Background: an optimization exercise with open tools, aiming at small area, a short achievable clock period and few clock cycles per item. Do not read the settings as production practice. The RTL was checked by simulation tests, not by an equivalence proof against the original design.

<file path="design/flow/run.sh">
#!/bin/bash
# synth_recipe.tcl (not shown) runs the flow's synth.tcl, then flattens the netlist and writes it again
# the make line also repeats each setting of config.mk as NAME=value (left out here)
make -C /OpenROAD-flow-scripts/flow DESIGN_CONFIG=/design/flow/config.mk WORK_HOME=/design/flow/orfs CLKGATE_MAP_FILE= SYNTH_SCRIPT=/design/flow/synth_recipe.tcl finish
</file>
<file path="design/flow/constraint.sdc">
create_clock -name core_clock -period 7.0 [get_ports {clk}]
set_input_delay 1.4000 -clock core_clock [delete_from_list [all_inputs] [get_ports {clk}]]
set_output_delay 1.4000 -clock core_clock [all_outputs]
set_load 0.01 [all_outputs]
</file>
<file path="design/flow/design.v">
package ntt_pkg;
    localparam int DATA_W = 14;
    localparam logic [DATA_W-1:0] Q = 14'd12289;
    localparam logic [DATA_W-1:0] R2_MOD_Q = 14'd6829;
endpackage
`timescale 1ns/1ps
module coef_regfile (
    input  logic        clk,
    input  logic [3:0]  wr,         
    input  logic [13:0] wd0,
    input  logic [13:0] wd1,
    input  logic [13:0] wd2,
    input  logic [13:0] wd3,
    output logic [13:0] head0,
    output logic [13:0] head1,
    output logic [13:0] head2,
    output logic [13:0] head3,
    output logic [13:0] nxt0,
    output logic [13:0] nxt1,
    output logic [13:0] nxt3
);
    logic [13:0] l0 [0:3];
    logic [13:0] l1 [0:3];
    logic [13:0] l2 [0:3];
    logic [13:0] l3 [0:3];
    always_ff @(posedge clk) begin
        l0[0] <= wr[0] ? wd0 : l0[1]; l0[1] <= l0[2]; l0[2] <= l0[3]; l0[3] <= l0[0];
        l1[0] <= wr[1] ? wd1 : l1[1]; l1[1] <= l1[2]; l1[2] <= l1[3]; l1[3] <= l1[0];
        l2[0] <= wr[2] ? wd2 : l2[1]; l2[1] <= l2[2]; l2[2] <= l2[3]; l2[3] <= l2[0];
        l3[0] <= wr[3] ? wd3 : l3[1]; l3[1] <= l3[2]; l3[2] <= l3[3]; l3[3] <= l3[0];
    end
    assign head0 = l0[0];
    assign head1 = l1[0];
    assign head2 = l2[0];
    assign head3 = l3[0];
    assign nxt0  = l0[1];
    assign nxt1  = l1[1];
    assign nxt3  = l3[1];
endmodule
`timescale 1ns/1ps
module twiddle_ram (
    input  logic        clk,
    input  logic        wr_en,
    input  logic [2:0]  wr_idx,
    input  logic [13:0] wr_data,
    input  logic [2:0]  rd_sel,     
    output logic [13:0] rd_data
);
    logic [13:0] w1, w2, w3, w4, w6;
    always_ff @(posedge clk) begin
        if (wr_en && wr_idx == 3'd1) w1 <= wr_data;
        if (wr_en && wr_idx == 3'd2) w2 <= wr_data;
        if (wr_en && wr_idx == 3'd3) w3 <= wr_data;
        if (wr_en && wr_idx == 3'd4) w4 <= wr_data;
        if (wr_en && wr_idx == 3'd6) w6 <= wr_data;
    end
    always_comb begin
        case (rd_sel)
            3'd0:    rd_data = w1;
            3'd1:    rd_data = w2;
            3'd2:    rd_data = w3;
            3'd3:    rd_data = w4;
            3'd4:    rd_data = w6;
            default: rd_data = ntt_pkg::R2_MOD_Q;
        endcase
    end
endmodule
`timescale 1ns/1ps
module mod_mult (
    input  logic        clk,
    input  logic [13:0] a,
    input  logic [13:0] b,
    output logic [13:0] p
);
    logic [13:0] a_r;
    logic [13:0] b_r;
    logic [27:0] s_r;      
    logic [27:0] c_r;
    logic [13:0] hi_r;     
    logic [13:0] m_r;      
    logic [1:0]  k_r;      
    logic [27:0] s_n;
    logic [27:0] c_n;
    logic [27:0] prod;
    logic [13:0] lo;
    logic [13:0] m;
    logic [2:0]  h;
    logic [1:0]  c;
    logic [1:0]  kc;
    logic [14:0] tx, ty, ux, uy;
    logic [14:0] t;
    logic [14:0] tq;
    mul_csa csa_i (.a(a_r), .b(b_r), .s(s_n), .c(c_n));
    always_comb begin
        prod = s_r + c_r;
        lo   = prod[13:0];
        m    = {2'(lo[1:0] * 2'd3), 12'd0} - lo;
        h    = {1'b0, lo[13:12]} + {1'b0, lo[1:0]};
        if (lo == 14'd0)                                           c = 2'd0;
        else if ((h > 3'd4) || ((h == 3'd4) && (lo[11:0] != 12'd0))) c = 2'd2;
        else                                                       c = 2'd1;
        kc   = c + 2'(m[1] & m[0]);
        tx   = {1'b0, hi_r} ^ {3'b0, m_r[13:2]} ^ {2'b0, m_r[13:1]};
        ty   = {(({1'b0, hi_r} & {3'b0, m_r[13:2]}) | ({1'b0, hi_r} & {2'b0, m_r[13:1]}) |
                 ({3'b0, m_r[13:2]} & {2'b0, m_r[13:1]})), 1'b0};
        ux   = tx ^ ty ^ 15'd20479;
        uy   = {((tx & ty) | (tx & 15'd20479) | (ty & 15'd20479)), 1'b0};
        t    = tx + ty + 15'(k_r);
        tq   = ux + uy + 15'(k_r);
    end
    always_ff @(posedge clk) begin
        a_r  <= a;
        b_r  <= b;
        s_r  <= s_n;
        c_r  <= c_n;
        hi_r <= prod[27:14];
        m_r  <= m;
        k_r  <= kc;
        p    <= tq[14] ? t[13:0] : tq[13:0];
    end
endmodule
module mul_csa (
    input  logic [13:0] a,
    input  logic [13:0] b,
    output logic [27:0] s,
    output logic [27:0] c
);
    logic [13:0] pp [0:13];
    always_comb for (int i = 0; i < 14; i++) pp[i] = a & {14{b[i]}};
    logic s1;
    logic c2;
    logic s3;
    logic c4;
    logic s5;
    logic c6;
    logic s7;
    logic c8;
    logic s9;
    logic c10;
    logic s11;
    logic c12;
    logic s13;
    logic c14;
    logic s15;
    logic c16;
    logic s17;
    logic c18;
    logic s19;
    logic c20;
    logic s21;
    logic c22;
    logic s23;
    logic c24;
    logic s25;
    logic c26;
    logic s27;
    logic c28;
    logic s29;
    logic c30;
    logic s31;
    logic c32;
    logic s33;
    logic c34;
    logic s35;
    logic c36;
    logic s37;
    logic c38;
    logic s39;
    logic c40;
    logic s41;
    logic c42;
    logic s43;
    logic c44;
    logic s45;
    logic c46;
    logic s47;
    logic c48;
    logic s49;
    logic c50;
    logic s51;
    logic c52;
    logic s53;
    logic c54;
    logic s55;
    logic c56;
    logic s57;
    logic c58;
    logic s59;
    logic c60;
    logic s61;
    logic c62;
    logic s63;
    logic c64;
    logic s65;
    logic c66;
    logic s67;
    logic c68;
    logic s69;
    logic c70;
    logic s71;
    logic c72;
    logic s73;
    logic c74;
    logic s75;
    logic c76;
    logic s77;
    logic c78;
    logic s79;
    logic c80;
    logic s81;
    logic c82;
    logic s83;
    logic c84;
    logic s85;
    logic c86;
    logic s87;
    logic c88;
    logic s89;
    logic c90;
    logic s91;
    logic c92;
    logic s93;
    logic c94;
    logic s95;
    logic c96;
    logic s97;
    logic c98;
    logic s99;
    logic c100;
    logic s101;
    logic c102;
    logic s103;
    logic c104;
    logic s105;
    logic c106;
    logic s107;
    logic c108;
    logic s109;
    logic c110;
    logic s111;
    logic c112;
    logic s113;
    logic c114;
    logic s115;
    logic c116;
    logic s117;
    logic c118;
    logic s119;
    logic c120;
    logic s121;
    logic c122;
    logic s123;
    logic c124;
    logic s125;
    logic c126;
    logic s127;
    logic c128;
    logic s129;
    logic c130;
    logic s131;
    logic c132;
    logic s133;
    logic c134;
    logic s135;
    logic c136;
    logic s137;
    logic c138;
    logic s139;
    logic c140;
    logic s141;
    logic c142;
    logic s143;
    logic c144;
    logic s145;
    logic c146;
    logic s147;
    logic c148;
    logic s149;
    logic c150;
    logic s151;
    logic c152;
    logic s153;
    logic c154;
    logic s155;
    logic c156;
    logic s157;
    logic c158;
    logic s159;
    logic c160;
    logic s161;
    logic c162;
    logic s163;
    logic c164;
    logic s165;
    logic c166;
    logic s167;
    logic c168;
    logic s169;
    logic c170;
    logic s171;
    logic c172;
    logic s173;
    logic c174;
    logic s175;
    logic c176;
    logic s177;
    logic c178;
    logic s179;
    logic c180;
    logic s181;
    logic c182;
    logic s183;
    logic c184;
    logic s185;
    logic c186;
    logic s187;
    logic c188;
    logic s189;
    logic c190;
    logic s191;
    logic c192;
    logic s193;
    logic c194;
    logic s195;
    logic c196;
    logic s197;
    logic c198;
    logic s199;
    logic c200;
    logic s201;
    logic c202;
    logic s203;
    logic c204;
    logic s205;
    logic c206;
    logic s207;
    logic c208;
    logic s209;
    logic c210;
    logic s211;
    logic c212;
    logic s213;
    logic c214;
    logic s215;
    logic c216;
    logic s217;
    logic c218;
    logic s219;
    logic c220;
    logic s221;
    logic c222;
    logic s223;
    logic c224;
    logic s225;
    logic c226;
    logic s227;
    logic c228;
    logic s229;
    logic c230;
    logic s231;
    logic c232;
    logic s233;
    logic c234;
    logic s235;
    logic c236;
    logic s237;
    logic c238;
    logic s239;
    logic c240;
    logic s241;
    logic c242;
    logic s243;
    logic c244;
    logic s245;
    logic c246;
    logic s247;
    logic c248;
    logic s249;
    logic c250;
    logic s251;
    logic c252;
    logic s253;
    logic c254;
    logic s255;
    logic c256;
    logic s257;
    logic c258;
    logic s259;
    logic c260;
    logic s261;
    logic c262;
    logic s263;
    logic c264;
    logic s265;
    logic c266;
    logic s267;
    logic c268;
    logic s269;
    logic c270;
    logic s271;
    logic c272;
    logic s273;
    logic c274;
    logic s275;
    logic c276;
    logic s277;
    logic c278;
    logic s279;
    logic c280;
    logic s281;
    logic c282;
    logic s283;
    logic c284;
    logic s285;
    logic c286;
    logic s287;
    logic c288;
    logic s289;
    logic c290;
    logic s291;
    logic c292;
    logic s293;
    logic c294;
    logic s295;
    logic c296;
    logic s297;
    logic c298;
    logic s299;
    logic c300;
    logic s301;
    logic c302;
    logic s303;
    logic c304;
    logic s305;
    logic c306;
    logic s307;
    logic c308;
    logic s309;
    logic c310;
    logic s311;
    logic c312;
    assign s1 = pp[0][13] ^ pp[1][12];
    assign c2 = pp[0][13] & pp[1][12];
    assign s3 = pp[1][13] ^ pp[2][12];
    assign c4 = pp[1][13] & pp[2][12];
    assign s5 = pp[0][9] ^ pp[1][8];
    assign c6 = pp[0][9] & pp[1][8];
    assign s7 = pp[0][10] ^ pp[1][9] ^ pp[2][8];
    assign c8 = (pp[0][10] & pp[1][9]) | (pp[0][10] & pp[2][8]) | (pp[1][9] & pp[2][8]);
    assign s9 = pp[3][7] ^ pp[4][6];
    assign c10 = pp[3][7] & pp[4][6];
    assign s11 = pp[0][11] ^ pp[1][10] ^ pp[2][9];
    assign c12 = (pp[0][11] & pp[1][10]) | (pp[0][11] & pp[2][9]) | (pp[1][10] & pp[2][9]);
    assign s13 = pp[3][8] ^ pp[4][7] ^ pp[5][6];
    assign c14 = (pp[3][8] & pp[4][7]) | (pp[3][8] & pp[5][6]) | (pp[4][7] & pp[5][6]);
    assign s15 = pp[6][5] ^ pp[7][4];
    assign c16 = pp[6][5] & pp[7][4];
    assign s17 = pp[0][12] ^ pp[1][11] ^ pp[2][10];
    assign c18 = (pp[0][12] & pp[1][11]) | (pp[0][12] & pp[2][10]) | (pp[1][11] & pp[2][10]);
    assign s19 = pp[3][9] ^ pp[4][8] ^ pp[5][7];
    assign c20 = (pp[3][9] & pp[4][8]) | (pp[3][9] & pp[5][7]) | (pp[4][8] & pp[5][7]);
    assign s21 = pp[6][6] ^ pp[7][5] ^ pp[8][4];
    assign c22 = (pp[6][6] & pp[7][5]) | (pp[6][6] & pp[8][4]) | (pp[7][5] & pp[8][4]);
    assign s23 = pp[9][3] ^ pp[10][2];
    assign c24 = pp[9][3] & pp[10][2];
    assign s25 = s1 ^ pp[2][11] ^ pp[3][10];
    assign c26 = (s1 & pp[2][11]) | (s1 & pp[3][10]) | (pp[2][11] & pp[3][10]);
    assign s27 = pp[4][9] ^ pp[5][8] ^ pp[6][7];
    assign c28 = (pp[4][9] & pp[5][8]) | (pp[4][9] & pp[6][7]) | (pp[5][8] & pp[6][7]);
    assign s29 = pp[7][6] ^ pp[8][5] ^ pp[9][4];
    assign c30 = (pp[7][6] & pp[8][5]) | (pp[7][6] & pp[9][4]) | (pp[8][5] & pp[9][4]);
    assign s31 = pp[10][3] ^ pp[11][2] ^ pp[12][1];
    assign c32 = (pp[10][3] & pp[11][2]) | (pp[10][3] & pp[12][1]) | (pp[11][2] & pp[12][1]);
    assign s33 = c2 ^ s3 ^ pp[3][11];
    assign c34 = (c2 & s3) | (c2 & pp[3][11]) | (s3 & pp[3][11]);
    assign s35 = pp[4][10] ^ pp[5][9] ^ pp[6][8];
    assign c36 = (pp[4][10] & pp[5][9]) | (pp[4][10] & pp[6][8]) | (pp[5][9] & pp[6][8]);
    assign s37 = pp[7][7] ^ pp[8][6] ^ pp[9][5];
    assign c38 = (pp[7][7] & pp[8][6]) | (pp[7][7] & pp[9][5]) | (pp[8][6] & pp[9][5]);
    assign s39 = pp[10][4] ^ pp[11][3] ^ pp[12][2];
    assign c40 = (pp[10][4] & pp[11][3]) | (pp[10][4] & pp[12][2]) | (pp[11][3] & pp[12][2]);
    assign s41 = c4 ^ pp[2][13] ^ pp[3][12];
    assign c42 = (c4 & pp[2][13]) | (c4 & pp[3][12]) | (pp[2][13] & pp[3][12]);
    assign s43 = pp[4][11] ^ pp[5][10] ^ pp[6][9];
    assign c44 = (pp[4][11] & pp[5][10]) | (pp[4][11] & pp[6][9]) | (pp[5][10] & pp[6][9]);
    assign s45 = pp[7][8] ^ pp[8][7] ^ pp[9][6];
    assign c46 = (pp[7][8] & pp[8][7]) | (pp[7][8] & pp[9][6]) | (pp[8][7] & pp[9][6]);
    assign s47 = pp[10][5] ^ pp[11][4] ^ pp[12][3];
    assign c48 = (pp[10][5] & pp[11][4]) | (pp[10][5] & pp[12][3]) | (pp[11][4] & pp[12][3]);
    assign s49 = pp[3][13] ^ pp[4][12] ^ pp[5][11];
    assign c50 = (pp[3][13] & pp[4][12]) | (pp[3][13] & pp[5][11]) | (pp[4][12] & pp[5][11]);
    assign s51 = pp[6][10] ^ pp[7][9] ^ pp[8][8];
    assign c52 = (pp[6][10] & pp[7][9]) | (pp[6][10] & pp[8][8]) | (pp[7][9] & pp[8][8]);
    assign s53 = pp[9][7] ^ pp[10][6] ^ pp[11][5];
    assign c54 = (pp[9][7] & pp[10][6]) | (pp[9][7] & pp[11][5]) | (pp[10][6] & pp[11][5]);
    assign s55 = pp[4][13] ^ pp[5][12] ^ pp[6][11];
    assign c56 = (pp[4][13] & pp[5][12]) | (pp[4][13] & pp[6][11]) | (pp[5][12] & pp[6][11]);
    assign s57 = pp[7][10] ^ pp[8][9] ^ pp[9][8];
    assign c58 = (pp[7][10] & pp[8][9]) | (pp[7][10] & pp[9][8]) | (pp[8][9] & pp[9][8]);
    assign s59 = pp[5][13] ^ pp[6][12] ^ pp[7][11];
    assign c60 = (pp[5][13] & pp[6][12]) | (pp[5][13] & pp[7][11]) | (pp[6][12] & pp[7][11]);
    assign s61 = pp[0][6] ^ pp[1][5];
    assign c62 = pp[0][6] & pp[1][5];
    assign s63 = pp[0][7] ^ pp[1][6] ^ pp[2][5];
    assign c64 = (pp[0][7] & pp[1][6]) | (pp[0][7] & pp[2][5]) | (pp[1][6] & pp[2][5]);
    assign s65 = pp[3][4] ^ pp[4][3];
    assign c66 = pp[3][4] & pp[4][3];
    assign s67 = pp[0][8] ^ pp[1][7] ^ pp[2][6];
    assign c68 = (pp[0][8] & pp[1][7]) | (pp[0][8] & pp[2][6]) | (pp[1][7] & pp[2][6]);
    assign s69 = pp[3][5] ^ pp[4][4] ^ pp[5][3];
    assign c70 = (pp[3][5] & pp[4][4]) | (pp[3][5] & pp[5][3]) | (pp[4][4] & pp[5][3]);
    assign s71 = pp[6][2] ^ pp[7][1];
    assign c72 = pp[6][2] & pp[7][1];
    assign s73 = s5 ^ pp[2][7] ^ pp[3][6];
    assign c74 = (s5 & pp[2][7]) | (s5 & pp[3][6]) | (pp[2][7] & pp[3][6]);
    assign s75 = pp[4][5] ^ pp[5][4] ^ pp[6][3];
    assign c76 = (pp[4][5] & pp[5][4]) | (pp[4][5] & pp[6][3]) | (pp[5][4] & pp[6][3]);
    assign s77 = pp[7][2] ^ pp[8][1] ^ pp[9][0];
    assign c78 = (pp[7][2] & pp[8][1]) | (pp[7][2] & pp[9][0]) | (pp[8][1] & pp[9][0]);
    assign s79 = c6 ^ s7 ^ s9;
    assign c80 = (c6 & s7) | (c6 & s9) | (s7 & s9);
    assign s81 = pp[5][5] ^ pp[6][4] ^ pp[7][3];
    assign c82 = (pp[5][5] & pp[6][4]) | (pp[5][5] & pp[7][3]) | (pp[6][4] & pp[7][3]);
    assign s83 = pp[8][2] ^ pp[9][1] ^ pp[10][0];
    assign c84 = (pp[8][2] & pp[9][1]) | (pp[8][2] & pp[10][0]) | (pp[9][1] & pp[10][0]);
    assign s85 = c8 ^ c10 ^ s11;
    assign c86 = (c8 & c10) | (c8 & s11) | (c10 & s11);
    assign s87 = s13 ^ s15 ^ pp[8][3];
    assign c88 = (s13 & s15) | (s13 & pp[8][3]) | (s15 & pp[8][3]);
    assign s89 = pp[9][2] ^ pp[10][1] ^ pp[11][0];
    assign c90 = (pp[9][2] & pp[10][1]) | (pp[9][2] & pp[11][0]) | (pp[10][1] & pp[11][0]);
    assign s91 = c12 ^ c14 ^ c16;
    assign c92 = (c12 & c14) | (c12 & c16) | (c14 & c16);
    assign s93 = s17 ^ s19 ^ s21;
    assign c94 = (s17 & s19) | (s17 & s21) | (s19 & s21);
    assign s95 = s23 ^ pp[11][1] ^ pp[12][0];
    assign c96 = (s23 & pp[11][1]) | (s23 & pp[12][0]) | (pp[11][1] & pp[12][0]);
    assign s97 = c18 ^ c20 ^ c22;
    assign c98 = (c18 & c20) | (c18 & c22) | (c20 & c22);
    assign s99 = c24 ^ s25 ^ s27;
    assign c100 = (c24 & s25) | (c24 & s27) | (s25 & s27);
    assign s101 = s29 ^ s31 ^ pp[13][0];
    assign c102 = (s29 & s31) | (s29 & pp[13][0]) | (s31 & pp[13][0]);
    assign s103 = c26 ^ c28 ^ c30;
    assign c104 = (c26 & c28) | (c26 & c30) | (c28 & c30);
    assign s105 = c32 ^ s33 ^ s35;
    assign c106 = (c32 & s33) | (c32 & s35) | (s33 & s35);
    assign s107 = s37 ^ s39 ^ pp[13][1];
    assign c108 = (s37 & s39) | (s37 & pp[13][1]) | (s39 & pp[13][1]);
    assign s109 = c34 ^ c36 ^ c38;
    assign c110 = (c34 & c36) | (c34 & c38) | (c36 & c38);
    assign s111 = c40 ^ s41 ^ s43;
    assign c112 = (c40 & s41) | (c40 & s43) | (s41 & s43);
    assign s113 = s45 ^ s47 ^ pp[13][2];
    assign c114 = (s45 & s47) | (s45 & pp[13][2]) | (s47 & pp[13][2]);
    assign s115 = c42 ^ c44 ^ c46;
    assign c116 = (c42 & c44) | (c42 & c46) | (c44 & c46);
    assign s117 = c48 ^ s49 ^ s51;
    assign c118 = (c48 & s49) | (c48 & s51) | (s49 & s51);
    assign s119 = s53 ^ pp[12][4] ^ pp[13][3];
    assign c120 = (s53 & pp[12][4]) | (s53 & pp[13][3]) | (pp[12][4] & pp[13][3]);
    assign s121 = c50 ^ c52 ^ c54;
    assign c122 = (c50 & c52) | (c50 & c54) | (c52 & c54);
    assign s123 = s55 ^ s57 ^ pp[10][7];
    assign c124 = (s55 & s57) | (s55 & pp[10][7]) | (s57 & pp[10][7]);
    assign s125 = pp[11][6] ^ pp[12][5] ^ pp[13][4];
    assign c126 = (pp[11][6] & pp[12][5]) | (pp[11][6] & pp[13][4]) | (pp[12][5] & pp[13][4]);
    assign s127 = c56 ^ c58 ^ s59;
    assign c128 = (c56 & c58) | (c56 & s59) | (c58 & s59);
    assign s129 = pp[8][10] ^ pp[9][9] ^ pp[10][8];
    assign c130 = (pp[8][10] & pp[9][9]) | (pp[8][10] & pp[10][8]) | (pp[9][9] & pp[10][8]);
    assign s131 = pp[11][7] ^ pp[12][6] ^ pp[13][5];
    assign c132 = (pp[11][7] & pp[12][6]) | (pp[11][7] & pp[13][5]) | (pp[12][6] & pp[13][5]);
    assign s133 = c60 ^ pp[6][13] ^ pp[7][12];
    assign c134 = (c60 & pp[6][13]) | (c60 & pp[7][12]) | (pp[6][13] & pp[7][12]);
    assign s135 = pp[8][11] ^ pp[9][10] ^ pp[10][9];
    assign c136 = (pp[8][11] & pp[9][10]) | (pp[8][11] & pp[10][9]) | (pp[9][10] & pp[10][9]);
    assign s137 = pp[11][8] ^ pp[12][7] ^ pp[13][6];
    assign c138 = (pp[11][8] & pp[12][7]) | (pp[11][8] & pp[13][6]) | (pp[12][7] & pp[13][6]);
    assign s139 = pp[7][13] ^ pp[8][12] ^ pp[9][11];
    assign c140 = (pp[7][13] & pp[8][12]) | (pp[7][13] & pp[9][11]) | (pp[8][12] & pp[9][11]);
    assign s141 = pp[10][10] ^ pp[11][9] ^ pp[12][8];
    assign c142 = (pp[10][10] & pp[11][9]) | (pp[10][10] & pp[12][8]) | (pp[11][9] & pp[12][8]);
    assign s143 = pp[8][13] ^ pp[9][12] ^ pp[10][11];
    assign c144 = (pp[8][13] & pp[9][12]) | (pp[8][13] & pp[10][11]) | (pp[9][12] & pp[10][11]);
    assign s145 = pp[0][4] ^ pp[1][3];
    assign c146 = pp[0][4] & pp[1][3];
    assign s147 = pp[0][5] ^ pp[1][4] ^ pp[2][3];
    assign c148 = (pp[0][5] & pp[1][4]) | (pp[0][5] & pp[2][3]) | (pp[1][4] & pp[2][3]);
    assign s149 = pp[3][2] ^ pp[4][1];
    assign c150 = pp[3][2] & pp[4][1];
    assign s151 = s61 ^ pp[2][4] ^ pp[3][3];
    assign c152 = (s61 & pp[2][4]) | (s61 & pp[3][3]) | (pp[2][4] & pp[3][3]);
    assign s153 = pp[4][2] ^ pp[5][1] ^ pp[6][0];
    assign c154 = (pp[4][2] & pp[5][1]) | (pp[4][2] & pp[6][0]) | (pp[5][1] & pp[6][0]);
    assign s155 = c62 ^ s63 ^ s65;
    assign c156 = (c62 & s63) | (c62 & s65) | (s63 & s65);
    assign s157 = pp[5][2] ^ pp[6][1] ^ pp[7][0];
    assign c158 = (pp[5][2] & pp[6][1]) | (pp[5][2] & pp[7][0]) | (pp[6][1] & pp[7][0]);
    assign s159 = c64 ^ c66 ^ s67;
    assign c160 = (c64 & c66) | (c64 & s67) | (c66 & s67);
    assign s161 = s69 ^ s71 ^ pp[8][0];
    assign c162 = (s69 & s71) | (s69 & pp[8][0]) | (s71 & pp[8][0]);
    assign s163 = c68 ^ c70 ^ c72;
    assign c164 = (c68 & c70) | (c68 & c72) | (c70 & c72);
    assign s165 = s73 ^ s75 ^ s77;
    assign c166 = (s73 & s75) | (s73 & s77) | (s75 & s77);
    assign s167 = c74 ^ c76 ^ c78;
    assign c168 = (c74 & c76) | (c74 & c78) | (c76 & c78);
    assign s169 = s79 ^ s81 ^ s83;
    assign c170 = (s79 & s81) | (s79 & s83) | (s81 & s83);
    assign s171 = c80 ^ c82 ^ c84;
    assign c172 = (c80 & c82) | (c80 & c84) | (c82 & c84);
    assign s173 = s85 ^ s87 ^ s89;
    assign c174 = (s85 & s87) | (s85 & s89) | (s87 & s89);
    assign s175 = c86 ^ c88 ^ c90;
    assign c176 = (c86 & c88) | (c86 & c90) | (c88 & c90);
    assign s177 = s91 ^ s93 ^ s95;
    assign c178 = (s91 & s93) | (s91 & s95) | (s93 & s95);
    assign s179 = c92 ^ c94 ^ c96;
    assign c180 = (c92 & c94) | (c92 & c96) | (c94 & c96);
    assign s181 = s97 ^ s99 ^ s101;
    assign c182 = (s97 & s99) | (s97 & s101) | (s99 & s101);
    assign s183 = c98 ^ c100 ^ c102;
    assign c184 = (c98 & c100) | (c98 & c102) | (c100 & c102);
    assign s185 = s103 ^ s105 ^ s107;
    assign c186 = (s103 & s105) | (s103 & s107) | (s105 & s107);
    assign s187 = c104 ^ c106 ^ c108;
    assign c188 = (c104 & c106) | (c104 & c108) | (c106 & c108);
    assign s189 = s109 ^ s111 ^ s113;
    assign c190 = (s109 & s111) | (s109 & s113) | (s111 & s113);
    assign s191 = c110 ^ c112 ^ c114;
    assign c192 = (c110 & c112) | (c110 & c114) | (c112 & c114);
    assign s193 = s115 ^ s117 ^ s119;
    assign c194 = (s115 & s117) | (s115 & s119) | (s117 & s119);
    assign s195 = c116 ^ c118 ^ c120;
    assign c196 = (c116 & c118) | (c116 & c120) | (c118 & c120);
    assign s197 = s121 ^ s123 ^ s125;
    assign c198 = (s121 & s123) | (s121 & s125) | (s123 & s125);
    assign s199 = c122 ^ c124 ^ c126;
    assign c200 = (c122 & c124) | (c122 & c126) | (c124 & c126);
    assign s201 = s127 ^ s129 ^ s131;
    assign c202 = (s127 & s129) | (s127 & s131) | (s129 & s131);
    assign s203 = c128 ^ c130 ^ c132;
    assign c204 = (c128 & c130) | (c128 & c132) | (c130 & c132);
    assign s205 = s133 ^ s135 ^ s137;
    assign c206 = (s133 & s135) | (s133 & s137) | (s135 & s137);
    assign s207 = c134 ^ c136 ^ c138;
    assign c208 = (c134 & c136) | (c134 & c138) | (c136 & c138);
    assign s209 = s139 ^ s141 ^ pp[13][7];
    assign c210 = (s139 & s141) | (s139 & pp[13][7]) | (s141 & pp[13][7]);
    assign s211 = c140 ^ c142 ^ s143;
    assign c212 = (c140 & c142) | (c140 & s143) | (c142 & s143);
    assign s213 = pp[11][10] ^ pp[12][9] ^ pp[13][8];
    assign c214 = (pp[11][10] & pp[12][9]) | (pp[11][10] & pp[13][8]) | (pp[12][9] & pp[13][8]);
    assign s215 = c144 ^ pp[9][13] ^ pp[10][12];
    assign c216 = (c144 & pp[9][13]) | (c144 & pp[10][12]) | (pp[9][13] & pp[10][12]);
    assign s217 = pp[11][11] ^ pp[12][10] ^ pp[13][9];
    assign c218 = (pp[11][11] & pp[12][10]) | (pp[11][11] & pp[13][9]) | (pp[12][10] & pp[13][9]);
    assign s219 = pp[10][13] ^ pp[11][12] ^ pp[12][11];
    assign c220 = (pp[10][13] & pp[11][12]) | (pp[10][13] & pp[12][11]) | (pp[11][12] & pp[12][11]);
    assign s221 = pp[0][3] ^ pp[1][2];
    assign c222 = pp[0][3] & pp[1][2];
    assign s223 = s145 ^ pp[2][2] ^ pp[3][1];
    assign c224 = (s145 & pp[2][2]) | (s145 & pp[3][1]) | (pp[2][2] & pp[3][1]);
    assign s225 = c146 ^ s147 ^ s149;
    assign c226 = (c146 & s147) | (c146 & s149) | (s147 & s149);
    assign s227 = c148 ^ c150 ^ s151;
    assign c228 = (c148 & c150) | (c148 & s151) | (c150 & s151);
    assign s229 = c152 ^ c154 ^ s155;
    assign c230 = (c152 & c154) | (c152 & s155) | (c154 & s155);
    assign s231 = c156 ^ c158 ^ s159;
    assign c232 = (c156 & c158) | (c156 & s159) | (c158 & s159);
    assign s233 = c160 ^ c162 ^ s163;
    assign c234 = (c160 & c162) | (c160 & s163) | (c162 & s163);
    assign s235 = c164 ^ c166 ^ s167;
    assign c236 = (c164 & c166) | (c164 & s167) | (c166 & s167);
    assign s237 = c168 ^ c170 ^ s171;
    assign c238 = (c168 & c170) | (c168 & s171) | (c170 & s171);
    assign s239 = c172 ^ c174 ^ s175;
    assign c240 = (c172 & c174) | (c172 & s175) | (c174 & s175);
    assign s241 = c176 ^ c178 ^ s179;
    assign c242 = (c176 & c178) | (c176 & s179) | (c178 & s179);
    assign s243 = c180 ^ c182 ^ s183;
    assign c244 = (c180 & c182) | (c180 & s183) | (c182 & s183);
    assign s245 = c184 ^ c186 ^ s187;
    assign c246 = (c184 & c186) | (c184 & s187) | (c186 & s187);
    assign s247 = c188 ^ c190 ^ s191;
    assign c248 = (c188 & c190) | (c188 & s191) | (c190 & s191);
    assign s249 = c192 ^ c194 ^ s195;
    assign c250 = (c192 & c194) | (c192 & s195) | (c194 & s195);
    assign s251 = c196 ^ c198 ^ s199;
    assign c252 = (c196 & c198) | (c196 & s199) | (c198 & s199);
    assign s253 = c200 ^ c202 ^ s203;
    assign c254 = (c200 & c202) | (c200 & s203) | (c202 & s203);
    assign s255 = c204 ^ c206 ^ s207;
    assign c256 = (c204 & c206) | (c204 & s207) | (c206 & s207);
    assign s257 = c208 ^ c210 ^ s211;
    assign c258 = (c208 & c210) | (c208 & s211) | (c210 & s211);
    assign s259 = c212 ^ c214 ^ s215;
    assign c260 = (c212 & c214) | (c212 & s215) | (c214 & s215);
    assign s261 = c216 ^ c218 ^ s219;
    assign c262 = (c216 & c218) | (c216 & s219) | (c218 & s219);
    assign s263 = c220 ^ pp[11][13] ^ pp[12][12];
    assign c264 = (c220 & pp[11][13]) | (c220 & pp[12][12]) | (pp[11][13] & pp[12][12]);
    assign s265 = pp[0][2] ^ pp[1][1];
    assign c266 = pp[0][2] & pp[1][1];
    assign s267 = s221 ^ pp[2][1] ^ pp[3][0];
    assign c268 = (s221 & pp[2][1]) | (s221 & pp[3][0]) | (pp[2][1] & pp[3][0]);
    assign s269 = c222 ^ s223 ^ pp[4][0];
    assign c270 = (c222 & s223) | (c222 & pp[4][0]) | (s223 & pp[4][0]);
    assign s271 = c224 ^ s225 ^ pp[5][0];
    assign c272 = (c224 & s225) | (c224 & pp[5][0]) | (s225 & pp[5][0]);
    assign s273 = c226 ^ s227 ^ s153;
    assign c274 = (c226 & s227) | (c226 & s153) | (s227 & s153);
    assign s275 = c228 ^ s229 ^ s157;
    assign c276 = (c228 & s229) | (c228 & s157) | (s229 & s157);
    assign s277 = c230 ^ s231 ^ s161;
    assign c278 = (c230 & s231) | (c230 & s161) | (s231 & s161);
    assign s279 = c232 ^ s233 ^ s165;
    assign c280 = (c232 & s233) | (c232 & s165) | (s233 & s165);
    assign s281 = c234 ^ s235 ^ s169;
    assign c282 = (c234 & s235) | (c234 & s169) | (s235 & s169);
    assign s283 = c236 ^ s237 ^ s173;
    assign c284 = (c236 & s237) | (c236 & s173) | (s237 & s173);
    assign s285 = c238 ^ s239 ^ s177;
    assign c286 = (c238 & s239) | (c238 & s177) | (s239 & s177);
    assign s287 = c240 ^ s241 ^ s181;
    assign c288 = (c240 & s241) | (c240 & s181) | (s241 & s181);
    assign s289 = c242 ^ s243 ^ s185;
    assign c290 = (c242 & s243) | (c242 & s185) | (s243 & s185);
    assign s291 = c244 ^ s245 ^ s189;
    assign c292 = (c244 & s245) | (c244 & s189) | (s245 & s189);
    assign s293 = c246 ^ s247 ^ s193;
    assign c294 = (c246 & s247) | (c246 & s193) | (s247 & s193);
    assign s295 = c248 ^ s249 ^ s197;
    assign c296 = (c248 & s249) | (c248 & s197) | (s249 & s197);
    assign s297 = c250 ^ s251 ^ s201;
    assign c298 = (c250 & s251) | (c250 & s201) | (s251 & s201);
    assign s299 = c252 ^ s253 ^ s205;
    assign c300 = (c252 & s253) | (c252 & s205) | (s253 & s205);
    assign s301 = c254 ^ s255 ^ s209;
    assign c302 = (c254 & s255) | (c254 & s209) | (s255 & s209);
    assign s303 = c256 ^ s257 ^ s213;
    assign c304 = (c256 & s257) | (c256 & s213) | (s257 & s213);
    assign s305 = c258 ^ s259 ^ s217;
    assign c306 = (c258 & s259) | (c258 & s217) | (s259 & s217);
    assign s307 = c260 ^ s261 ^ pp[13][10];
    assign c308 = (c260 & s261) | (c260 & pp[13][10]) | (s261 & pp[13][10]);
    assign s309 = c262 ^ s263 ^ pp[13][11];
    assign c310 = (c262 & s263) | (c262 & pp[13][11]) | (s263 & pp[13][11]);
    assign s311 = c264 ^ pp[12][13] ^ pp[13][12];
    assign c312 = (c264 & pp[12][13]) | (c264 & pp[13][12]) | (pp[12][13] & pp[13][12]);
    assign s[0] = pp[0][0];
    assign c[0] = 1'b0;
    assign s[1] = pp[0][1];
    assign c[1] = pp[1][0];
    assign s[2] = s265;
    assign c[2] = pp[2][0];
    assign s[3] = c266;
    assign c[3] = s267;
    assign s[4] = c268;
    assign c[4] = s269;
    assign s[5] = c270;
    assign c[5] = s271;
    assign s[6] = c272;
    assign c[6] = s273;
    assign s[7] = c274;
    assign c[7] = s275;
    assign s[8] = c276;
    assign c[8] = s277;
    assign s[9] = c278;
    assign c[9] = s279;
    assign s[10] = c280;
    assign c[10] = s281;
    assign s[11] = c282;
    assign c[11] = s283;
    assign s[12] = c284;
    assign c[12] = s285;
    assign s[13] = c286;
    assign c[13] = s287;
    assign s[14] = c288;
    assign c[14] = s289;
    assign s[15] = c290;
    assign c[15] = s291;
    assign s[16] = c292;
    assign c[16] = s293;
    assign s[17] = c294;
    assign c[17] = s295;
    assign s[18] = c296;
    assign c[18] = s297;
    assign s[19] = c298;
    assign c[19] = s299;
    assign s[20] = c300;
    assign c[20] = s301;
    assign s[21] = c302;
    assign c[21] = s303;
    assign s[22] = c304;
    assign c[22] = s305;
    assign s[23] = c306;
    assign c[23] = s307;
    assign s[24] = c308;
    assign c[24] = s309;
    assign s[25] = c310;
    assign c[25] = s311;
    assign s[26] = c312;
    assign c[26] = pp[13][13];
    assign s[27] = 1'b0;
    assign c[27] = 1'b0;
endmodule
`timescale 1ns/1ps
module mod_addsub (
    input  logic [13:0] a,
    input  logic [13:0] b,
    input  logic        sub,
    output logic [13:0] y
);
    logic [14:0] bb;
    logic [14:0] s;
    logic [14:0] t;
    logic [14:0] k;
    logic [14:0] cx;
    logic [14:0] cy;
    always_comb begin
        bb = {1'b0, b} ^ {15{sub}};
        k  = sub ? 15'd12290 : 15'd20479;
        cx = {1'b0, a} ^ bb ^ k;
        cy = ({1'b0, a} & bb) | ({1'b0, a} & k) | (bb & k);
        s  = {1'b0, a} + bb + 15'(sub);
        t  = cx + {cy[13:0], 1'b0};
        if (sub) y = s[14] ? t[13:0] : s[13:0];
        else     y = t[14] ? s[13:0] : t[13:0];
    end
endmodule
module mod_add (
    input  logic [13:0] a,
    input  logic [13:0] b,
    output logic [13:0] y
);
    logic [14:0] s;
    logic [14:0] t;
    logic [14:0] cx;
    logic [14:0] cy;
    always_comb begin
        cx = {1'b0, a} ^ {1'b0, b} ^ 15'd20479;
        cy = ({1'b0, a} & {1'b0, b}) | ({1'b0, a} & 15'd20479) | ({1'b0, b} & 15'd20479);
        s = {1'b0, a} + {1'b0, b};
        t = cx + {cy[13:0], 1'b0};
        y = t[14] ? s[13:0] : t[13:0];
    end
endmodule
module mod_sub (
    input  logic [13:0] a,
    input  logic [13:0] b,
    output logic [13:0] y
);
    logic [14:0] s;
    logic [14:0] t;
    logic [14:0] cx;
    logic [14:0] cy;
    always_comb begin
        cx = {1'b0, a} ^ {1'b1, ~b} ^ 15'd12290;
        cy = ({1'b0, a} & {1'b1, ~b}) | ({1'b0, a} & 15'd12290) | ({1'b1, ~b} & 15'd12290);
        s = {1'b0, a} + {1'b1, ~b} + 15'd1;
        t = cx + {cy[13:0], 1'b0};
        y = s[14] ? t[13:0] : s[13:0];
    end
endmodule
`timescale 1ns/1ps
`timescale 1ns/1ps
module ntt_core (
    input  logic        clk,
    input  logic        reset,
    input  logic        load_w,
    input  logic        load_data,
    input  logic        start,
    input  logic [13:0] din,
    output logic        done,
    output logic [13:0] dout
);
    typedef enum logic [2:0] {
        S_IDLE,
        S_LTW,
        S_LDATA,
        S_WAIT,
        S_RUN
    } state_t;
    state_t      state;
    logic [3:0]  seq;
    logic [3:0]  twk;      
    logic [1:0]  hcol;     
    logic [4:0]  k;        
    logic [4:0]  kn;       
    logic        spec;     
    logic        ready;
    logic        go;
    logic        go_spec;
    logic        cmd_start;
    logic        commit;
    logic        abort;
    logic [13:0] din_r;
    logic        ldv_r;    
    logic [3:0]  ldi_r;
    assign cmd_start = start && !load_w && !load_data;
    assign ready     = (hcol == 2'd1) && (twk >= 4'd13);
    assign go_spec   = (state == S_LDATA) && (seq == 4'd14) && ready;
    assign commit    = spec && (state == S_IDLE) && cmd_start;
    assign abort     = spec && (state == S_IDLE) && !cmd_start;
    assign go        = ready && !spec && (((state == S_IDLE) && cmd_start) || (state == S_WAIT));
    assign kn        = (go || go_spec) ? 5'd1 :
                       (abort ? 5'd0 : (((k != 5'd0) && (k != 5'd25)) ? k + 5'd1 : 5'd0));
    always_ff @(posedge clk or posedge reset) begin
        if (reset) begin
            state <= S_IDLE;
            seq   <= '0;
            twk   <= 4'd15;
            hcol  <= '0;
            k     <= '0;
            spec  <= 1'b0;
            ldv_r <= 1'b0;
            ldi_r <= '0;
        end else begin
            hcol  <= hcol + 2'd1;
            ldv_r <= (state == S_LDATA);
            ldi_r <= seq;
            k     <= kn;
            if (twk != 4'd15) twk <= twk + 4'd1;
            if (go_spec) spec <= 1'b1;
            if (state == S_IDLE) spec <= 1'b0;
            case (state)
                S_IDLE: begin
                    seq <= '0;
                    if (commit) begin
                        state <= S_RUN;
                    end else if (load_w) begin
                        state <= S_LTW;
                        twk   <= '0;
                    end else if (load_data) begin
                        state <= S_LDATA;
                        hcol  <= 2'd3;
                    end else if (start) begin
                        state <= go ? S_RUN : S_WAIT;
                    end
                end
                S_LTW: begin
                    seq <= seq + 4'd1;
                    if (seq == 4'd7) state <= S_IDLE;
                end
                S_LDATA: begin
                    seq <= seq + 4'd1;
                    if (seq == 4'd15) state <= S_IDLE;
                end
                S_WAIT: begin
                    if (go) state <= S_RUN;
                end
                S_RUN: begin
                    if (k == 5'd25) state <= S_IDLE;
                end
                default: state <= S_IDLE;
            endcase
        end
    end
    logic       s2_sub;
    logic       s2_swap;   
    logic       s2_bu2;    
    logic       d_wr;
    logic       z_mult;
    logic       ru_p3;     
    logic       ru_sub;
    logic       f_r3n;     
    logic       en_r1;
    logic       en_r0;
    logic       en_r2;
    logic       f_hi;      
    logic       f_sub;
    logic       out_en;
    always_ff @(posedge clk) begin
        s2_sub  <= ((kn >= 5'd5) && (kn <= 5'd8)) || (kn >= 5'd13);
        s2_swap <= (kn == 5'd15);
        s2_bu2  <= (kn <= 5'd8);
        d_wr    <= (kn >= 5'd4) && (kn <= 5'd7);
        ru_p3   <= (kn[1:0] == 2'd3);
        ru_sub  <= kn[1];
        f_r3n   <= (kn[1:0] != 2'd1);
        en_r1   <= (kn[1:0] == 2'd0);
        en_r0   <= (kn[1:0] == 2'd1);
        en_r2   <= (kn[1:0] == 2'd2);
        f_hi    <= kn[1] ^ 1'b1;       
        f_sub   <= kn[0];
        out_en  <= (kn >= 5'd10) && (kn <= 5'd25);
        case (kn)
            5'd9, 5'd10, 5'd11, 5'd13, 5'd14, 5'd15, 5'd17, 5'd18, 5'd19: z_mult <= 1'b1;
            default: z_mult <= 1'b0;
        endcase
    end
    logic [4:0] kq;
    logic [1:0] ma_sel;
    logic [2:0] tw_sel;
    logic       conv;      
    assign kq   = ((k != 5'd0) && (k != 5'd25)) ? k + 5'd1 : 5'd0;
    assign conv = (twk <= 4'd7);
    always_comb begin
        if (kq <= 5'd4)           ma_sel = 2'd1;   
        else if (kq[1:0] == 2'd1) ma_sel = 2'd2;   
        else                      ma_sel = 2'd3;   
        case (kq)
            5'd6:    tw_sel = 3'd1;   
            5'd8:    tw_sel = 3'd4;   
            5'd10:   tw_sel = 3'd0;   
            5'd11:   tw_sel = 3'd1;   
            5'd12:   tw_sel = 3'd2;   
            5'd14:   tw_sel = 3'd2;   
            5'd15:   tw_sel = 3'd4;   
            5'd16:   tw_sel = 3'd0;   
            default: tw_sel = 3'd3;   
        endcase
        if (conv) tw_sel = 3'd7;
    end
    always_ff @(posedge clk) begin
        din_r <= din;
    end
    logic [13:0] h0, h1, h2, h3, n0, n1, n3;
    logic [13:0] lx;       
    logic [13:0] la, lc;
    logic [3:0]  l_wr;
    logic        l_hi;     
    assign l_hi = ldi_r[3];
    assign lx   = ldi_r[2] ? n1 : n0;
    mod_add ld_add_i (.a(lx), .b(din_r), .y(la));
    mod_sub ld_sub_i (.a(lx), .b(din_r), .y(lc));
    logic [13:0] e_nxt;
    assign e_nxt = (ldv_r && (ldi_r[3:2] == 2'd3)) ? lc : n3;
    always_comb begin
        l_wr = 4'b0000;
        if (ldv_r) begin
            l_wr[{l_hi, ldi_r[2]}] = 1'b1;    
            if (l_hi) l_wr[{1'b0, ldi_r[2]}] = 1'b1;    
        end
    end
    coef_regfile rf_i (
        .clk  (clk),
        .wr   (l_wr),
        .wd0  (l_hi ? la : din_r),
        .wd1  (l_hi ? la : din_r),
        .wd2  (lc),
        .wd3  (lc),
        .head0(h0),
        .head1(h1),
        .head2(h2),
        .head3(h3),
        .nxt0 (n0),
        .nxt1 (n1),
        .nxt3 (n3)
    );
    logic [13:0] dr [0:3];
    logic [13:0] mp;
    always_ff @(posedge clk) begin
        dr[0] <= d_wr ? mp : dr[1];
        dr[1] <= dr[2];
        dr[2] <= dr[3];
        dr[3] <= dr[0];
    end
    logic [13:0] y, y_n;
    logic [13:0] s2_a, s2_b;
    assign s2_a = s2_swap ? dr[0] : (s2_bu2 ? h0 : h2);
    assign s2_b = s2_bu2 ? h1 : (s2_swap ? h2 : dr[0]);
    mod_addsub s2_i (.a(s2_a), .b(s2_b), .sub(s2_sub), .y(y_n));
    always_ff @(posedge clk) begin
        y <= y_n;
    end
    logic [13:0] ma;
    logic [13:0] mb;
    always_comb begin
        if (conv)                 ma = din;
        else if (ma_sel == 2'd1)  ma = e_nxt;
        else if (ma_sel == 2'd2)  ma = t_r;
        else                      ma = y_n;
    end
    twiddle_ram tw_i (
        .clk    (clk),
        .wr_en  ((twk >= 4'd4) && (twk <= 4'd11)),
        .wr_idx (3'(twk - 4'd4)),
        .wr_data(mp),
        .rd_sel (tw_sel),
        .rd_data(mb)
    );
    mod_mult mult_i (
        .clk(clk),
        .a  (ma),
        .b  (mb),
        .p  (mp)
    );
    logic [13:0] yd1, yd2, yd3;
    always_ff @(posedge clk) begin
        yd1 <= y;
        yd2 <= yd1;
        yd3 <= yd2;
    end
    logic [13:0] z;
    logic [13:0] zd1, zd2, zd3, zd4;
    assign z = z_mult ? mp : yd3;
    always_ff @(posedge clk) begin
        zd1 <= z;
        zd2 <= zd1;
        zd3 <= zd2;
        zd4 <= zd3;
    end
    logic [13:0] ru_a, ru_b, ru_y;
    logic [13:0] t_r;      
    logic [13:0] r0, r1, r2, r3h;
    always_comb begin
        ru_a = ({14{ru_p3 | en_r2}} & zd2) | ({14{en_r1}} & zd3) | ({14{en_r0}} & zd1);
        ru_b = ({14{ru_p3}} & z) | ({14{en_r1}} & zd1) | ({14{en_r0}} & zd3) | ({14{en_r2}} & zd4);
    end
    mod_addsub ru_i (.a(ru_a), .b(ru_b), .sub(ru_sub), .y(ru_y));
    always_ff @(posedge clk) begin
        t_r <= ru_y;
        if (en_r1) r1 <= ru_y;
        if (en_r0) r0 <= ru_y;
        if (en_r2) r2 <= ru_y;
        r3h <= mp;
    end
    logic [13:0] fa, fb, fy;
    assign fa = f_hi ? r2 : r0;
    assign fb = f_hi ? (f_r3n ? mp : r3h) : r1;
    mod_addsub fin_i (.a(fa), .b(fb), .sub(f_sub), .y(fy));
    always_ff @(posedge clk or posedge reset) begin
        if (reset) begin
            done <= 1'b0;
            dout <= '0;
        end else begin
            done <= (k == 5'd9);
            dout <= out_en ? fy : 14'd0;
        end
    end
endmodule
</file>
<file path="design/flow/config.mk">
export PLATFORM = sky130hd
export DESIGN_NAME = ntt_core
export DESIGN_NICKNAME = ntt_core
export VERILOG_FILES = /design/flow/design.v
export SDC_FILE = /design/flow/constraint.sdc
export NUM_CORES = 4
export LEC_CHECK = 0
export ABC_AREA = 1
export CAP_MARGIN = 20
export CORE_MARGIN = 2
export CORE_UTILIZATION = 60
export CTS_BUF_LIST = sky130_fd_sc_hd__clkbuf_8
export SETUP_SLACK_MARGIN = 3.25
export SLEW_MARGIN = 20
</file>
==> results.txt, run 1 <==
result of the run no timing/DRC/antenna violations; Final Non-Filler Cells roughly 5700; number of iterations in the first detailed-routing pass 6; count of cells along the worst register-to-register path 22; DPL Wire Length 76500 um; via count of the first global-routing pass around 29000; clock root cell sky130_fd_sc_hd__clkbuf_8; maximum fanout encountered on the critical timing path 5; detail-routed via count per cell 5.29; total congestion overflow 0; fill cell instance count of the final layout approximately 5300; height of the die 259 um; slack of the worst reg-to-reg path about 3.3 ns; Worst EP required roughly 7.5 ns; most common cell after layout, fill and taps aside sky130_fd_sc_hd__nand2_1; H-tree depth reported by CTS 3; list of cells traversed by the critical path clkinvlp_4, buf_6, nand2_2, nand2_2, a22oi_2, o211ai_1, xor2_1, ha_1, inv_1, ha_2, inv_2, fa_2, inv_2, nand2_2, nand2_2, a21oi_4, o21bai_1, a31oi_1, xor2_1, nand3_1, nand3_1, nand2_2; Setup crit start kind flop; final weighted congestion in routability-driven placement between 0.9 and 1; Least-Margin Pin Slew just over 0.9 ns; arrival time reported for the critical path endpoint 4.21 ns; worst slew slack as a fraction of its limit 39.5%; count of nets left with antenna violations after detail routing 0; netlist area before placement around 0.04 mm^2; area of the core roughly 0.064 mm^2; nets between 5000 and 6000; Worst Clk Skew roughly 0.086 ns; Area contributors post-synth sky130_fd_sc_hd__dfxtp_1, sky130_fd_sc_hd__nand2_1, sky130_fd_sc_hd__fa_1, sky130_fd_sc_hd__ha_1, sky130_fd_sc_hd__edfxtp_1; register area about 0.016 mm^2; type of the setup path with the least slack reg -> reg; highest-count cells in the layout ignoring fill and taps sky130_fd_sc_hd__nand2_1, sky130_fd_sc_hd__inv_1, sky130_fd_sc_hd__dfxtp_1; Period Utilization, post-route 52.9%; fraction of synthesized cell area taken by the top area cell type 29.5%; Top FF cell, synth sky130_fd_sc_hd__dfxtp_1; ys async rst share 5.13%; Row Count 93; slowest cell on the critical path sky130_fd_sc_hd__dfxtp_4; element type at the critical path end flop; RSZ-0062 raised after global routing true; post-route worst setup slack approximately 3.3 ns; CTS tree done; total routing usage reported by global routing between 30% and 40%; Slowest Stage Delay on Critical Path approximately 0.37 ns; Worst Setup EP r1[11]$_DFFE_PP_; startpoint of the lowest-slack hold path rf_i.l3[3][5]$_DFF_P_; hold violation total from the final report 0; share of synthesized area occupied by flip-flops and latches 40.5%; largest net degree at the start of global routing 40; summed area of non-filler cells in the final layout 0.0445 mm^2; critical register-to-register path endpoint r1[11]$_DFFE_PP_; DRC 0; average wire per standard cell between 15 and 20 um; Die Wd about 260 um; most frequent cell on the critical path sky130_fd_sc_hd__nand2_2; Final Routed Wirelength around 100000 um; initial antenna violation count 4; global-route wire length before repair about 160000 um; post-placement cell count 5379; starting density of the core between 60% and 70%; number of distinct standard cells referenced by the synthesized netlist 67; Worst-path clk slew 0.07 ns; Hold Worst Slack ~0.28 ns; number of clock sinks between 700 and 800; Place WS between 2 and 2.5 ns; cts bufs inserted 114; final core utilization between 60% and 70%; mean post-synth cell area approximately 8.5 um^2; post-synthesis cell type with the largest combined area sky130_fd_sc_hd__dfxtp_1; # hold bufs at CTS 0; flip-flop and latch count after synthesis 721; I/O pin cnt 34; clock buffer depth 3; layout-stage area growth over the synthesis result 14.6%; synthesized netlist cell count approximately 4600; Hold Crit Class reg -> reg; number of warnings issued by yosys 14; number of enable-type register cells in the synthesized netlist around 110; worst flop-to-flop path startpoint z_mult$_DFF_P_; number of buffers inserted by port buffering 33; violation count after the first detailed-route iteration 2252; synthesized netlist net count slightly above 5000; fin. max-slew vios 0; die area roughly 0.067 mm^2; Final min period about 3.7 ns; Setup Total Neg Slack 0 ns; total number of vias between 30000 and 40000; max-cap violations 0; area used by multi-input combinational logic around 0.021 mm^2; share of cells above drive strength 1 between 10% and 20%; Area after DPL approximately 0.040 mm^2; Max Clk Rate 270 MHz; clock network latency to the later pin of the worst-skew pair just under 0.8 ns; final setup vio count 0; timing startpoint of the critical path z_mult$_DFF_P_
critical path: cells and delay by family (launching register included):
family | cells | cell delay, ns
adder cells (fa/ha/maj) | 3 | 0.86
buffers and inverters | 5 | 0.49
XOR/XNOR | 2 | 0.48
flip-flops | 1 | 0.37
AO/OA/AOI/OAI | 5 | 0.66
AND/OR/NAND/NOR | 7 | 0.61
cells in the mapped netlist, drive strengths merged (2+ instances only):
master and instances:
a211oi 3, a21boi 7, a21o 19, a21oi 228, a221oi 2, a22oi 17
a31oi 11, and2 13, and3 3, buf 43, clkbuf 81, clkinv 4
dfrtp 33, dfstp 4, dfxtp 572, edfxtp 112, fa 182, ha 281
inv 710, mux2 13, mux2i 11, nand2 1109, nand2b 2, nand3 264
nand3b 14, nand4 32, nor2 230, nor3 34, nor4 5, o2111ai 6
o211ai 5, o21a 10, o21ai 237, o21bai 15, o31ai 6, or2 35
xnor2 72, xor2 152
repair_timing:
| item | in CTS | in global routing |
|---|---|---|
| gates resized for setup | 135 | 238 |
| endpoints found under the hold margin | 0 | 0 |
| gates cloned | 3 | 4 |
| buffers inserted | 27 | 63 |
| pin swaps | 16 | 78 |
| setup endpoints to repair | 171 | 143 |
worst min-delay path by stage:
stage	endpoint	slack [ns]	depth (start not counted)
finish	rf_i.l3[2][5]$_DFF_P_	0.28	0
global route	rf_i.l3[2][5]$_DFF_P_	0.28	0
CTS	rf_i.l3[2][5]$_DFF_P_	0.27	0
detailed placement	dr[1][12]$_DFF_P_	0.31	0
global placement	rf_i.l3[3][10]$_DFF_P_	0.31	0
floorplan	dr[1][0]$_DFF_P_	0.31	0
sequential cells by signal, summed over array words and instances (netlist names), 26 cells and up:
signal and cells:
rf_i.l1 56, rf_i.l2 56, rf_i.l3 56, dr 56, mult_i.c_r 26, rf_i.l0 56, mult_i.s_r 27
final cells by class:
class / instances / share of cell area, %
Antenna cell: 3 / 0.0169
Timing Repair inverter: 2 / 0.0365
Multi-Input combinational cell: 3030 / 47.3
Clock inverter: 79 / 1.35
Tap cell: 855 / 2.40
Inverter: 714 / 6.17
Timing Repair Buffer: 154 / 2.98
Clock buffer: 137 / 4.23
Sequential cell: 721 / 35.5
logic make-up after synthesis:
group / after synthesis / synth area share, %
AND/OR/NAND/NOR: 1743 / 18.9
buffers and inverters: 838 / 8.27
flip-flops: 721 / 40.5
AO/OA/AOI/OAI: 571 / 8.15
adder cells (fa/ha/maj): 463 / 18.4
XOR/XNOR: 224 / 5.07
multiplexers: 24 / 0.660
per-layer routing:
| layer | vias up | wire (um) | track usage (%) | part of all wire [%] |
|---|---|---|---|---|
| met1 | 14265 | 46300 | 42.5 | 44 |
| li1 | 14821 | - | - | - |
| met3 | 189 | 6810 | 4.82 | 6.5 |
| met2 | 869 | 48400 | 49.3 | 46 |
| met5 | - | 0 | 0 | 0 |
| met4 | 0 | 3250 | 10.7 | 3.1 |
Testbench counts, summed over its fixed seeds: cycles 7,952, transforms 192.
==> run 2: changes to the inputs <==
--- a/design/flow/config.mk
+++ b/design/flow/config.mk
@@ -9,6 +9,7 @@
 export CAP_MARGIN = 20
 export CORE_MARGIN = 2
-export CORE_UTILIZATION = 60
+export CORE_UTILIZATION = 40
 export CTS_BUF_LIST = sky130_fd_sc_hd__clkbuf_8
+export PLACE_DENSITY = 0.8
 export SETUP_SLACK_MARGIN = 3.25
 export SLEW_MARGIN = 20
==> run 2 against run 1 <==
  * Cell count is 6.8% higher
  * Flip-flop and latch count stayed put
  * Clock-buffer cell count is 9 lower
  * Sequential share of layout area is 0.18 points lower
  * Register-to-register slack worse by 0.02 ns
  * Clock skew is 0.045 ns lower
  * Critical path depth is 1 higher
  * Via count is 3.5% higher
  * Critical endpoint is now r1[3]$_DFFE_PP_
  * Largest cell class unchanged
==> results.txt, run 2 <==
clock network latency to the later pin of the worst-skew pair 0.73 ns; summed area of non-filler cells in the final layout around 0.045 mm^2; CTS tree done; average wire per standard cell about 17 um; arrival time reported for the critical path endpoint 4.18 ns; flip-flop and latch count after synthesis roughly 700; number of iterations in the first detailed-routing pass 8; adder and majority cell fraction of the synthesized area 18.4%; number of buffers inserted by port buffering 33; synthesized netlist net count ~5000; fraction of the mapped netlist area in simple logic gates a little under a fifth; ys async rst share 5.13%; synthesized netlist cell count around 4600; count of nets left with antenna violations after detail routing 0; share of cells above drive strength 1 12.8%; total congestion overflow 0; die area 0.0997 mm^2; library cell with the highest instance count after synthesis sky130_fd_sc_hd__nand2_1; register area approximately 0.016 mm^2; Worst Clk Skew around 0.041 ns; count of cells along the worst register-to-register path 23; fraction of synthesized cell area taken by the top area cell type between 20% and 30%; share of synthesized area occupied by flip-flops and latches between 40% and 50%; Max Clk Rate 269 MHz; via count of the first global-routing pass around 30000; H-tree depth reported by CTS 3; total number of vias 31188; global-route wire length before repair between 150000 and 200000 um; total routing usage reported by global routing 20.0%; Least-Margin Pin Slew between 0.9 and 1 ns; Worst EP required 7.46 ns; hold violation total from the final report 0; initial antenna violation count 2; compound-gate portion of the synthesized area slightly above 8%; fill cell instance count of the final layout approximately 8800; largest family of logic cells by synthesized area simple AND/OR/NAND/NOR gates; maximum fanout encountered on the critical timing path 6; Hold Crit Class reg -> reg; nets between 5000 and 6000; Die Wd around 320 um; layout-stage area growth over the synthesis result 15.3%; element type at the critical path end flop; xor/xnor cell area share of the yosys netlist 5.07%; post-synthesis cell type with the largest combined area sky130_fd_sc_hd__dfxtp_1; number of distinct standard cells referenced by the synthesized netlist 67; Final Routed Wirelength approximately 100000 um; cts bufs inserted between 100 and 150; largest net degree at the start of global routing 43; final weighted congestion in routability-driven placement roughly 0.99; DPL Wire Length 74900 um; highest-count cells in the layout ignoring fill and taps sky130_fd_sc_hd__nand2_1, sky130_fd_sc_hd__inv_1, sky130_fd_sc_hd__dfxtp_1; fin. max-slew vios 0; post-placement cell count 5786; area used by multi-input combinational logic approximately 0.021 mm^2; Setup Total Neg Slack 0 ns; slack of the worst reg-to-reg path 3.28 ns; number of clock sinks 721; max-cap violations 0; height of the die 316 um; violation count after the first detailed-route iteration 2680; netlist area before placement slightly below 0.04 mm^2; most instantiated cells after synthesis sky130_fd_sc_hd__nand2_1, sky130_fd_sc_hd__inv_1, sky130_fd_sc_hd__dfxtp_1; Row Count 114; worst slew slack as a fraction of its limit 34.5%; Setup crit start kind flop; Hold Worst Slack 0.293 ns; number of warnings issued by yosys 14; result of the run no timing/DRC/antenna violations; mean post-synth cell area around 8.5 um^2; Area contributors post-synth sky130_fd_sc_hd__dfxtp_1, sky130_fd_sc_hd__nand2_1, sky130_fd_sc_hd__fa_1, sky130_fd_sc_hd__ha_1, sky130_fd_sc_hd__edfxtp_1; starting density of the core around 40%; final setup vio count 0; I/O pin cnt 34; Area after DPL between 0.04 and 0.05 mm^2; Final min period approximately 3.7 ns; Worst Hold Path EP yd2[10]$_DFF_P_; Worst-path clk slew about 0.070 ns; type of the setup path with the least slack reg -> reg; mux contribution to synthesized area 0.660%; area of the core roughly 0.096 mm^2; RSZ-0062 raised after global routing true; Final Non-Filler Cells 6082; clock root cell sky130_fd_sc_hd__clkbuf_8; most common cell after layout, fill and taps aside sky130_fd_sc_hd__nand2_1; critical register-to-register path endpoint r1[3]$_DFFE_PP_; startpoint of the lowest-slack hold path yd1[10]$_DFF_P_; detail-routed via count per cell approximately 5.1; Period Utilization, post-route a little over half; number of enable-type register cells in the synthesized netlist around 110; clock buffer depth 3; Top FF cell, synth sky130_fd_sc_hd__dfxtp_1; DRC 0; Worst Hold Depth 0; worst flop-to-flop path startpoint z_mult$_DFF_P_
run 2: logic make-up (layout without fill, tap and decap cells):
logic type,Yosys count,in the layout
AO/OA/AOI/OAI,571,571
XOR/XNOR,224,224
adder cells (fa/ha/maj),463,463
buffers and inverters,838,1050
flip-flops,721,721
multiplexers,24,24
other,0,2
AND/OR/NAND/NOR,1743,1751
run 2: through the flow:
| stage | worst slack (ns) | utilization, % |
|---|---|---|
| after floorplan | 3.27 | - |
| after global placement | 2.07 | 41.9 |
| after detailed placement | 2.03 | 41.9 |
| after CTS | 3.17 | 44.8 |
| after global routing | 3.12 | 46.5 |
| final | 3.28 | 46.5 |
run 2: how the worst max path moves through the flow:
| stage | from | to | depth (start not counted) |
|---|---|---|---|
| 2_1_floorplan | en_r0$_DFF_P_ | r0[3]$_DFFE_PP_ | 22 |
| 3_3_place_gp | s2_bu2$_DFF_P_ | mult_i.a_r[5]$_DFF_P_ | 24 |
| 3_5_place_dp | s2_bu2$_DFF_P_ | mult_i.a_r[5]$_DFF_P_ | 24 |
| 4_1_cts | mult_i.m_r[5]$_DFF_P_ | mult_i.p[9]$_DFF_P_ | 13 |
| 5_1_grt | z_mult$_DFF_P_ | r1[2]$_DFFE_PP_ | 22 |
| 6_report | z_mult$_DFF_P_ | r1[3]$_DFFE_PP_ | 23 |
run 2: worst max-delay path: stages, from the launching register on:
cell	delay (ns)
sky130_fd_sc_hd__dfxtp_4	0.37
sky130_fd_sc_hd__clkinvlp_4	0.10
sky130_fd_sc_hd__buf_4	0.15
sky130_fd_sc_hd__buf_4	0.14
sky130_fd_sc_hd__nand2_1	0.07
sky130_fd_sc_hd__nand2_1	0.08
sky130_fd_sc_hd__a22oi_2	0.15
sky130_fd_sc_hd__nand3_2	0.11
sky130_fd_sc_hd__xor2_1	0.14
sky130_fd_sc_hd__inv_1	0.09
sky130_fd_sc_hd__ha_4	0.27
sky130_fd_sc_hd__xnor2_1	0.13
sky130_fd_sc_hd__ha_2	0.38
sky130_fd_sc_hd__nand2_2	0.11
sky130_fd_sc_hd__nor3_4	0.22
sky130_fd_sc_hd__nand3b_1	0.15
sky130_fd_sc_hd__nand2_1	0.10
sky130_fd_sc_hd__nand3_2	0.09
sky130_fd_sc_hd__nand2_4	0.13
sky130_fd_sc_hd__nand2_8	0.11
sky130_fd_sc_hd__nand2_8	0.13
sky130_fd_sc_hd__nand2_1	0.09
sky130_fd_sc_hd__o21ai_2	0.07
sky130_fd_sc_hd__inv_1	0.09
run 2: area by class of cell:
| cell class | count | share of cell area, % |
|---|---|---|
| multi-input cells | 3033 | 46.9 |
| flip-flops and latches | 721 | 35.3 |
| inverters | 714 | 6.13 |
| clock buffers | 128 | 3.93 |
| well taps | 1276 | 3.56 |
| repair buffers | 137 | 2.78 |
| clock inverters | 70 | 1.29 |
| repair inverters | 1 | 0.0251 |
| diodes | 2 | 0.0112 |
run 2: repair_timing:
item | 4_1_cts | 5_1_grt
resized for setup | 124 | 259
setup buffers | 21 | 64
cloned | 1 | 10
hold buffers | 0 | 0
endpoints found under the setup margin | 164 | 138
pin swaps | 14 | 61
run 2: metal layers:
layer	up-vias	track usage (%)	wire (um)
met5	-	0	0
met4	0	7.78	4390
met3	319	3.30	7410
met2	1259	33.8	49400
met1	14859	25.5	42800
li1	14751	-	-

static timing again, ports no longer ideal:
Ports are ideal in the flow. The routed layouts listed here were re-timed in OpenROAD.
Step 1 (the two cells are an assumption about what drives the block):
set clk [get_ports {clk}]
set_driving_cell -lib_cell sky130_fd_sc_hd__clkbuf_16 $clk
set_driving_cell -lib_cell sky130_fd_sc_hd__buf_2 [delete_from_list [all_inputs] $clk]
Step 2 also shifts input and output timing later by t, the mid clock arrival at the registers, as if the neighbouring blocks saw the same clock.
a / b / c = ideal / step 1 / step 2; a / b = the first two.
run | t (ns) | slack for setup (ns) | worst setup path at the end | clock arrival spread, ns | worst data-port slew with drivers (ns)
run 1 | 0.811 | 3.300 / 3.300 / 2.738 | input to register | 0.087 / 0.087 | 0.10
run 2 | 0.771 | 3.282 / 3.282 / 3.163 | input to register | 0.044 / 0.044 | 0.05
After both steps every run listed still meets setup and hold. For run 1, which loses most, drivers alone change the setup slack by 0.000 ns; drivers and shift together by -0.562 ns.
